Source: an optimization exercise on an open RTL-to-GDS flow (aim: small area and a short achievable clock period). Production flows keep margins and buffers that such runs may drop. The RTL was checked by simulation tests, not by an equivalence proof against the original design. Power is estimated from default activity; no workload was simulated.

==> v17: inputs <==
==> flow/design.v <==
`default_nettype none
package frontend_pkg;
    localparam int XLEN       = 32;   
    localparam int REG_ADDR_W = 5;    
    localparam logic [6:0] OPC_LUI    = 7'b0110111;
    localparam logic [6:0] OPC_AUIPC  = 7'b0010111;
    localparam logic [6:0] OPC_JAL    = 7'b1101111;
    localparam logic [6:0] OPC_JALR   = 7'b1100111;
    localparam logic [6:0] OPC_BRANCH = 7'b1100011;
    localparam logic [6:0] OPC_LOAD   = 7'b0000011;
    localparam logic [6:0] OPC_STORE  = 7'b0100011;
    localparam logic [6:0] OPC_IMM    = 7'b0010011;
    localparam logic [6:0] OPC_REG    = 7'b0110011;
    localparam logic [2:0] ALU_CLR   = 3'd0;
    localparam logic [2:0] ALU_BSUBA = 3'd1;   
    localparam logic [2:0] ALU_SUB   = 3'd2;   
    localparam logic [2:0] ALU_ADD   = 3'd3;
    localparam logic [2:0] ALU_XOR   = 3'd4;
    localparam logic [2:0] ALU_OR    = 3'd5;
    localparam logic [2:0] ALU_AND   = 3'd6;
    localparam logic [2:0] ALU_SET   = 3'd7;
    localparam int ALU_SLT_BIT  = 7;
    localparam int ALU_SLTU_BIT = 6;
    localparam int ALU_SLL_BIT  = 5;
    localparam int ALU_SRL_BIT  = 4;
    localparam int ALU_SRA_BIT  = 3;
    localparam int MEM_SW  = 7;
    localparam int MEM_SH  = 6;
    localparam int MEM_SB  = 5;
    localparam int MEM_LHU = 4;
    localparam int MEM_LBU = 3;
    localparam int MEM_LW  = 2;
    localparam int MEM_LH  = 1;
    localparam int MEM_LB  = 0;
    typedef union packed {
        struct packed {
            logic [6:0] funct7;
            logic [4:0] rs2;
            logic [4:0] rs1;
            logic [2:0] funct3;
            logic [4:0] rd;
            logic [6:0] opcode;
        } r;
        struct packed {
            logic [11:0] imm_11_0;
            logic [4:0]  rs1;
            logic [2:0]  funct3;
            logic [4:0]  rd;
            logic [6:0]  opcode;
        } i;
        struct packed {
            logic [6:0] imm_11_5;
            logic [4:0] rs2;
            logic [4:0] rs1;
            logic [2:0] funct3;
            logic [4:0] imm_4_0;
            logic [6:0] opcode;
        } s;
        struct packed {
            logic       imm_12;
            logic [5:0] imm_10_5;
            logic [4:0] rs2;
            logic [4:0] rs1;
            logic [2:0] funct3;
            logic [3:0] imm_4_1;
            logic       imm_11;
            logic [6:0] opcode;
        } b;
        struct packed {
            logic [19:0] imm_31_12;
            logic [4:0]  rd;
            logic [6:0]  opcode;
        } u;
        struct packed {
            logic       imm_20;
            logic [9:0] imm_10_1;
            logic       imm_11;
            logic [7:0] imm_19_12;
            logic [4:0] rd;
            logic [6:0] opcode;
        } j;
    } rv_inst_t;
endpackage
`default_nettype wire
`default_nettype none
module fetch_unit #(
    parameter logic [frontend_pkg::XLEN-1:0] RESET_ADDR = '0
) (
    input  logic                          clk,
    input  logic                          rst_n,
    input  logic                          br_is_jal,
    input  logic                          br_is_jalr,
    input  logic                          br_is_branch,
    input  logic [2:0]                    br_funct3,   
    input  logic [frontend_pkg::XLEN-1:0] br_j_imm,
    input  logic [frontend_pkg::XLEN-1:0] br_b_imm,
    input  logic [frontend_pkg::XLEN-1:0] br_i_imm,    
    input  logic [frontend_pkg::XLEN-1:0] gpr_qa,      
    input  logic                          is_zero,   
    input  logic                          is_lt,
    input  logic                          is_ltu,
    output logic [frontend_pkg::XLEN-1:0] pc
);
    logic                          taken;
    logic [frontend_pkg::XLEN-1:0] pc_base;
    logic [frontend_pkg::XLEN-1:0] pc_offs;
    logic [frontend_pkg::XLEN-1:0] pc_sum;
    logic [frontend_pkg::XLEN-1:0] next_pc;
    always_comb begin
        case (br_funct3)
            3'd0:    taken = is_zero;    
            3'd1:    taken = ~is_zero;   
            3'd4:    taken = is_lt;      
            3'd5:    taken = ~is_lt;     
            3'd6:    taken = is_ltu;     
            3'd7:    taken = ~is_ltu;    
            default: taken = 1'b0;
        endcase
    end
    assign pc_base = br_is_jalr ? gpr_qa : pc;
    always_comb begin
        if (br_is_jal)                      pc_offs = br_j_imm;
        else if (br_is_jalr)                pc_offs = br_i_imm;
        else if (br_is_branch && taken)     pc_offs = br_b_imm;
        else                                pc_offs = frontend_pkg::XLEN'(4);
    end
    assign pc_sum  = pc_base + pc_offs;
    assign next_pc = br_is_jalr ? {pc_sum[frontend_pkg::XLEN-1:1], 1'b0} : pc_sum;
    always_ff @(posedge clk or negedge rst_n) begin
        if (!rst_n) begin
            pc <= RESET_ADDR;
        end else begin
            pc <= next_pc;
        end
    end
endmodule
`default_nettype wire
`default_nettype none
module inst_decoder (
    input  frontend_pkg::rv_inst_t        inst,
    input  logic [frontend_pkg::XLEN-1:0] pc,
    output logic                          br_is_jal,
    output logic                          br_is_jalr,
    output logic                          br_is_branch,
    output logic [2:0]                    br_funct3,
    output logic [frontend_pkg::XLEN-1:0] br_j_imm,
    output logic [frontend_pkg::XLEN-1:0] br_b_imm,
    output logic [frontend_pkg::XLEN-1:0] br_i_imm,
    output logic [frontend_pkg::REG_ADDR_W-1:0] gpr_ra,   
    output logic [frontend_pkg::REG_ADDR_W-1:0] gpr_rb,   
    output logic [frontend_pkg::REG_ADDR_W-1:0] gpr_rd,
    output logic                          gpr_we,
    input  logic [frontend_pkg::XLEN-1:0] gpr_qa,
    input  logic [frontend_pkg::XLEN-1:0] gpr_qb,
    output logic [7:0]                    alu_op,   
    output logic [7:0]                    mem_op,
    output logic                          load,
    output logic                          store,
    output logic [frontend_pkg::XLEN-1:0] alu_opr_1,
    output logic [frontend_pkg::XLEN-1:0] alu_opr_2
);
    localparam int XLEN = frontend_pkg::XLEN;
    logic            is_lui;
    logic            is_auipc;
    logic            is_jal;
    logic            is_jalr;
    logic            is_branch;
    logic            is_imm;
    logic            is_reg;
    logic [2:0]      funct3;
    logic [XLEN-1:0] i_imm;
    logic [XLEN-1:0] s_imm;
    logic [XLEN-1:0] b_imm;
    logic [XLEN-1:0] u_imm;
    logic [XLEN-1:0] j_imm;
    assign is_lui    = inst.r.opcode == frontend_pkg::OPC_LUI;
    assign is_auipc  = inst.r.opcode == frontend_pkg::OPC_AUIPC;
    assign is_jal    = inst.r.opcode == frontend_pkg::OPC_JAL;
    assign is_jalr   = inst.r.opcode == frontend_pkg::OPC_JALR;
    assign is_branch = inst.r.opcode == frontend_pkg::OPC_BRANCH;
    assign is_imm    = inst.r.opcode == frontend_pkg::OPC_IMM;
    assign is_reg    = inst.r.opcode == frontend_pkg::OPC_REG;
    assign load      = inst.r.opcode == frontend_pkg::OPC_LOAD;
    assign store     = inst.r.opcode == frontend_pkg::OPC_STORE;
    assign funct3    = inst.r.funct3;
    assign i_imm = {{(XLEN-12){inst.i.imm_11_0[11]}}, inst.i.imm_11_0};
    assign s_imm = {{(XLEN-12){inst.s.imm_11_5[6]}}, inst.s.imm_11_5, inst.s.imm_4_0};
    assign b_imm = {{(XLEN-12){inst.b.imm_12}}, inst.b.imm_11, inst.b.imm_10_5,
                    inst.b.imm_4_1, 1'b0};
    assign u_imm = {inst.u.imm_31_12, 12'b0};
    assign j_imm = {{(XLEN-20){inst.j.imm_20}}, inst.j.imm_19_12, inst.j.imm_11,
                    inst.j.imm_10_1, 1'b0};
    assign br_is_jal    = is_jal;
    assign br_is_jalr   = is_jalr;
    assign br_is_branch = is_branch;
    assign br_funct3    = inst.b.funct3;
    assign br_j_imm     = j_imm;
    assign br_b_imm     = b_imm;
    assign br_i_imm     = i_imm;
    assign gpr_ra = inst.r.rs1;
    assign gpr_rb = inst.r.rs2;
    assign gpr_rd = inst.r.rd;
    assign gpr_we = is_lui | is_auipc | is_jal | is_jalr | load | is_imm | is_reg;
    always_comb begin
        alu_op = {5'b0, frontend_pkg::ALU_ADD};   
        if (is_branch) begin
            alu_op[2:0] = frontend_pkg::ALU_SUB;   
        end else if (is_reg || is_imm) begin
            case (funct3)
                3'd0: alu_op[2:0] = (is_reg && inst.r.funct7[5]) ? frontend_pkg::ALU_SUB
                                                                  : frontend_pkg::ALU_ADD;
                3'd1: begin
                    alu_op[frontend_pkg::ALU_SLL_BIT] = 1'b1;
                    alu_op[2:0] = frontend_pkg::ALU_CLR;
                end
                3'd2: begin
                    alu_op[frontend_pkg::ALU_SLT_BIT] = 1'b1;
                    alu_op[2:0] = frontend_pkg::ALU_SUB;
                end
                3'd3: begin
                    alu_op[frontend_pkg::ALU_SLTU_BIT] = 1'b1;
                    alu_op[2:0] = frontend_pkg::ALU_SUB;
                end
                3'd4: alu_op[2:0] = frontend_pkg::ALU_XOR;
                3'd5: begin
                    if (inst.r.funct7[5]) alu_op[frontend_pkg::ALU_SRA_BIT] = 1'b1;
                    else                  alu_op[frontend_pkg::ALU_SRL_BIT] = 1'b1;
                    alu_op[2:0] = frontend_pkg::ALU_CLR;
                end
                3'd6: alu_op[2:0] = frontend_pkg::ALU_OR;
                default: alu_op[2:0] = frontend_pkg::ALU_AND;
            endcase
        end
    end
    always_comb begin
        mem_op = '0;
        if (load) begin
            case (funct3)
                3'd0:    mem_op[frontend_pkg::MEM_LB]  = 1'b1;
                3'd1:    mem_op[frontend_pkg::MEM_LH]  = 1'b1;
                3'd2:    mem_op[frontend_pkg::MEM_LW]  = 1'b1;
                3'd4:    mem_op[frontend_pkg::MEM_LBU] = 1'b1;
                3'd5:    mem_op[frontend_pkg::MEM_LHU] = 1'b1;
                default: mem_op = '0;
            endcase
        end else if (store) begin
            case (funct3)
                3'd0:    mem_op[frontend_pkg::MEM_SB] = 1'b1;
                3'd1:    mem_op[frontend_pkg::MEM_SH] = 1'b1;
                3'd2:    mem_op[frontend_pkg::MEM_SW] = 1'b1;
                default: mem_op = '0;
            endcase
        end
    end
    always_comb begin
        alu_opr_1 = gpr_qa;   
        alu_opr_2 = gpr_qb;
        if (is_lui) begin
            alu_opr_1 = '0;
            alu_opr_2 = u_imm;
        end else if (is_auipc) begin
            alu_opr_1 = pc;
            alu_opr_2 = u_imm;
        end else if (is_jal || is_jalr) begin
            alu_opr_1 = pc;   
            alu_opr_2 = XLEN'(4);
        end else if (load || is_imm) begin
            alu_opr_2 = i_imm;
        end else if (store) begin
            alu_opr_2 = s_imm;
        end
    end
endmodule
`default_nettype wire
`default_nettype none
module gpr_file (
    input  logic                          clk,
    input  logic                          rst_n,
    input  logic [frontend_pkg::REG_ADDR_W-1:0] gpr_ra,   
    input  logic [frontend_pkg::REG_ADDR_W-1:0] gpr_rb,   
    input  logic [frontend_pkg::REG_ADDR_W-1:0] gpr_rd,
    input  logic                          gpr_we,
    output logic [frontend_pkg::XLEN-1:0] gpr_qa,
    output logic [frontend_pkg::XLEN-1:0] gpr_qb,
    input  logic [frontend_pkg::XLEN-1:0] gpr_di   
);
    localparam int NREGS = 2 ** frontend_pkg::REG_ADDR_W;
    logic [frontend_pkg::XLEN-1:0] regs [1:NREGS-1];   
    always_ff @(posedge clk or negedge rst_n) begin
        if (!rst_n) begin
            for (int i = 1; i < NREGS; i++) begin
                regs[i] <= '0;
            end
        end else if (gpr_we && gpr_rd != '0) begin
            regs[gpr_rd] <= gpr_di;
        end
    end
    assign gpr_qa = (gpr_ra == '0) ? '0 : regs[gpr_ra];
    assign gpr_qb = (gpr_rb == '0) ? '0 : regs[gpr_rb];
endmodule
`default_nettype wire
`default_nettype none
module frontend #(
    parameter logic [frontend_pkg::XLEN-1:0] RESET_ADDR = '0
) (
    input  logic                          clk,
    input  logic                          rst_n,
    output logic [frontend_pkg::XLEN-1:0] pc,          
    input  logic [frontend_pkg::XLEN-1:0] inst,        
    output logic [7:0]                    alu_op,
    output logic [7:0]                    mem_op,      
    output logic                          load,
    output logic                          store,
    output logic [frontend_pkg::XLEN-1:0] alu_opr_1,
    output logic [frontend_pkg::XLEN-1:0] alu_opr_2,
    output logic [frontend_pkg::XLEN-1:0] mem_di,      
    input  logic [frontend_pkg::XLEN-1:0] gpr_di,      
    input  logic                          is_lt,
    input  logic                          is_ltu,
    input  logic                          is_zero
);
    logic                          br_is_jal;
    logic                          br_is_jalr;
    logic                          br_is_branch;
    logic [2:0]                    br_funct3;
    logic [frontend_pkg::XLEN-1:0] br_j_imm;
    logic [frontend_pkg::XLEN-1:0] br_b_imm;
    logic [frontend_pkg::XLEN-1:0] br_i_imm;
    logic [frontend_pkg::REG_ADDR_W-1:0] gpr_ra;
    logic [frontend_pkg::REG_ADDR_W-1:0] gpr_rb;
    logic [frontend_pkg::REG_ADDR_W-1:0] gpr_rd;
    logic                                gpr_we;
    logic [frontend_pkg::XLEN-1:0]       gpr_qa;
    logic [frontend_pkg::XLEN-1:0]       gpr_qb;
    fetch_unit #(
        .RESET_ADDR (RESET_ADDR)
    ) u_fetch (
        .clk          (clk),
        .rst_n        (rst_n),
        .br_is_jal    (br_is_jal),
        .br_is_jalr   (br_is_jalr),
        .br_is_branch (br_is_branch),
        .br_funct3    (br_funct3),
        .br_j_imm     (br_j_imm),
        .br_b_imm     (br_b_imm),
        .br_i_imm     (br_i_imm),
        .gpr_qa       (gpr_qa),
        .is_zero      (is_zero),
        .is_lt        (is_lt),
        .is_ltu       (is_ltu),
        .pc           (pc)
    );
    inst_decoder u_decoder (
        .inst         (inst),
        .pc           (pc),
        .br_is_jal    (br_is_jal),
        .br_is_jalr   (br_is_jalr),
        .br_is_branch (br_is_branch),
        .br_funct3    (br_funct3),
        .br_j_imm     (br_j_imm),
        .br_b_imm     (br_b_imm),
        .br_i_imm     (br_i_imm),
        .gpr_ra       (gpr_ra),
        .gpr_rb       (gpr_rb),
        .gpr_rd       (gpr_rd),
        .gpr_we       (gpr_we),
        .gpr_qa       (gpr_qa),
        .gpr_qb       (gpr_qb),
        .alu_op       (alu_op),
        .mem_op       (mem_op),
        .load         (load),
        .store        (store),
        .alu_opr_1    (alu_opr_1),
        .alu_opr_2    (alu_opr_2)
    );
    gpr_file u_gpr (
        .clk    (clk),
        .rst_n  (rst_n),
        .gpr_ra (gpr_ra),
        .gpr_rb (gpr_rb),
        .gpr_rd (gpr_rd),
        .gpr_we (gpr_we),
        .gpr_qa (gpr_qa),
        .gpr_qb (gpr_qb),
        .gpr_di (gpr_di)
    );
    assign mem_di = gpr_qb;
endmodule
`default_nettype wire
==> flow/run.sh <==
#!/bin/bash
# synth_recipe.tcl (not shown) runs the flow's synth.tcl, then flattens the netlist and writes it again
# the make line also repeats each setting of config.mk as NAME=value (left out here)
make -C /OpenROAD-flow-scripts/flow DESIGN_CONFIG=/design/flow/config.mk WORK_HOME=/design/flow/orfs CLKGATE_MAP_FILE= SYNTH_SCRIPT=/design/flow/synth_recipe.tcl finish
==> flow/config.mk <==
export PLATFORM = sky130hd
export DESIGN_NAME = frontend
export DESIGN_NICKNAME = frontend
export VERILOG_FILES = /design/flow/design.v
export SDC_FILE = /design/flow/constraint.sdc
export NUM_CORES = 4
export LEC_CHECK = 0
export CAP_MARGIN = 20
export CORE_MARGIN = 2
export CORE_UTILIZATION = 25
export SETUP_SLACK_MARGIN = 0.3
export SLEW_MARGIN = 20
==> flow/constraint.sdc <==
create_clock -name core_clock -period 7.0 [get_ports {clk}]
set_input_delay 1.4000 -clock core_clock [delete_from_list [all_inputs] [get_ports {clk}]]
set_output_delay 1.4000 -clock core_clock [all_outputs]
set_load 0.01 [all_outputs]
==> inputs of v23, as changes to v17 <==
==> flow/design.v, changed modules only <==
module gpr_file (
    input  logic                          clk,
    input  logic                          rst_n,
    input  logic [frontend_pkg::REG_ADDR_W-1:0] gpr_ra,   
    input  logic [frontend_pkg::REG_ADDR_W-1:0] gpr_rb,   
    input  logic [frontend_pkg::REG_ADDR_W-1:0] gpr_rd,
    input  logic                          gpr_we,
    output logic [frontend_pkg::XLEN-1:0] gpr_qa,
    output logic [frontend_pkg::XLEN-1:0] gpr_qb,
    input  logic [frontend_pkg::XLEN-1:0] gpr_di   
);
    localparam int NREGS = 2 ** frontend_pkg::REG_ADDR_W;
    logic [frontend_pkg::XLEN-1:0] regs [1:NREGS-1];   
    logic [NREGS-1:1]              valid;
    logic [NREGS-1:1]              wsel;
    always_comb begin
        for (int i = 1; i < NREGS; i++) begin
            wsel[i] = gpr_we && (gpr_rd == i[frontend_pkg::REG_ADDR_W-1:0]);
        end
    end
    always_ff @(posedge clk or negedge rst_n) begin
        if (!rst_n) begin
            valid <= '0;
        end else begin
            valid <= valid | wsel;
        end
    end
    always_ff @(posedge clk) begin
        for (int i = 1; i < NREGS; i++) begin
            if (wsel[i]) regs[i] <= gpr_di;
        end
    end
    always_comb begin
        gpr_qa = '0;
        gpr_qb = '0;
        for (int i = 1; i < NREGS; i++) begin
            if (gpr_ra == i[frontend_pkg::REG_ADDR_W-1:0] && valid[i]) gpr_qa = gpr_qa | regs[i];
            if (gpr_rb == i[frontend_pkg::REG_ADDR_W-1:0] && valid[i]) gpr_qb = gpr_qb | regs[i];
        end
    end
endmodule
==> flow/flow/run.sh (new file) <==
#!/bin/bash
# The standard layout (standard.sh, the standard flow's own ORFS run) with one change: the
# port buffers that buffer_ports inserts are buf_2 cells instead of the
# default delay buffer (clkdlybuf4s50_1), which is larger and slower.
set -euo pipefail
bash standard.sh "BUFFER_PORTS_ARGS=-buffer_cell sky130_fd_sc_hd__buf_2" finish > make_finish.log 2>&1
==> flow/standard.sh (new file) <==
#!/bin/bash
# synth_recipe.tcl (not shown) runs the flow's synth.tcl, then flattens the netlist and writes it again
# the make line also repeats each setting of config.mk as NAME=value (left out here)
make -C /OpenROAD-flow-scripts/flow DESIGN_CONFIG=/design/flow/config.mk WORK_HOME=/design/flow/orfs CLKGATE_MAP_FILE= SYNTH_SCRIPT=/design/flow/synth_recipe.tcl "${@:-finish}"
CORE_UTILIZATION = 50   (was 25)
PLACE_DENSITY = 0.58   (was not set)
SETUP_SLACK_MARGIN = 1.5   (was 0.3)
removed: flow/run.sh
==> qor summary <==
                                                                         v23              v17
Outcome                                     no timing/DRC/antenna violations  no timing/DRC/antenna violations
Worst-case hold slack                                               0.507 ns         0.529 ns
Met2 Usage GRT                                                         0.686            0.373
Inst Count DP                                                           4571             7615
Distinct cell type count after synthesis                                  65               64
Number of signal-net buffers in the layout                               564              617
Sequential-to-total area share from yosys stat                         0.677            0.486
Clock Sink Count                                                        1055             1024
Row count                                                                111              168
DIE AREA                                                         95100 sq um     215000 sq um
FILL cells                                                              6953            21.1k
Logic gate share of total power                                        0.081            0.134
Initial antenna violation count                                           30               28
Number of gates resized after CTS                                        111               26
Share of synthesized cell area in and, or, nand and nor gates         0.0756           0.0743
FF+latch area                                                    31400 sq um      25600 sq um
Sequential cell count                                                   1055             1024
Synth Net Count                                                         3319             4760
1st-iter DRT viols                                                     11.4k             9864
Num CTS Buffers                                                          108              113
Fraction of area in multi-input gates                                  0.266            0.398
Slowest-stage cell, CP                                                and3_2  clkdlybuf4s50_1
Buffers plus inverters on the worst setup path                             2                5
Routed wl met3                                                 52500 microns    42300 microns
Height of the die                                                308 microns      463 microns
Most common library cell in the layout ignoring fill and taps       edfxtp_1          dfrtp_1
Mean number of vias per cell                                            8.52             6.31

-- what the ideal ports hide --
The results above use ideal ports. As a check the final layouts listed here were re-extracted and re-timed, cells and wires unchanged.
Step 1 (the two cells are an assumption about what drives the block):
set clk [get_ports {clk}]
set_driving_cell -lib_cell sky130_fd_sc_hd__clkbuf_16 $clk
set_driving_cell -lib_cell sky130_fd_sc_hd__buf_2 [delete_from_list [all_inputs] $clk]
Step 2 moves the port delays by t, midway between the first and last clock arrival at a register: inputs arrive t later, outputs are due t later. That takes back most of the time a late clock gives input paths.
Three values: ideal ports, drivers, drivers and shift; two values: the first two.
| run | t, ns | slack for setup (ns) | latest minus earliest clock arrival (ns) | worst data-port slew with drivers (ns) |
|---|---|---|---|---|
| v17 | 0.849 | 0.260 / 0.178 / -0.206 | 0.031 / 0.030 | 0.22 |
| v23 | 0.792 | 1.334 / 1.311 / 0.698 | 0.032 / 0.032 | 0.20 |
Met with ideal ports but missed after step 2: setup timing in v17. For v23, which loses most, drivers alone change the setup slack by -0.023 ns; drivers and shift together by -0.636 ns.
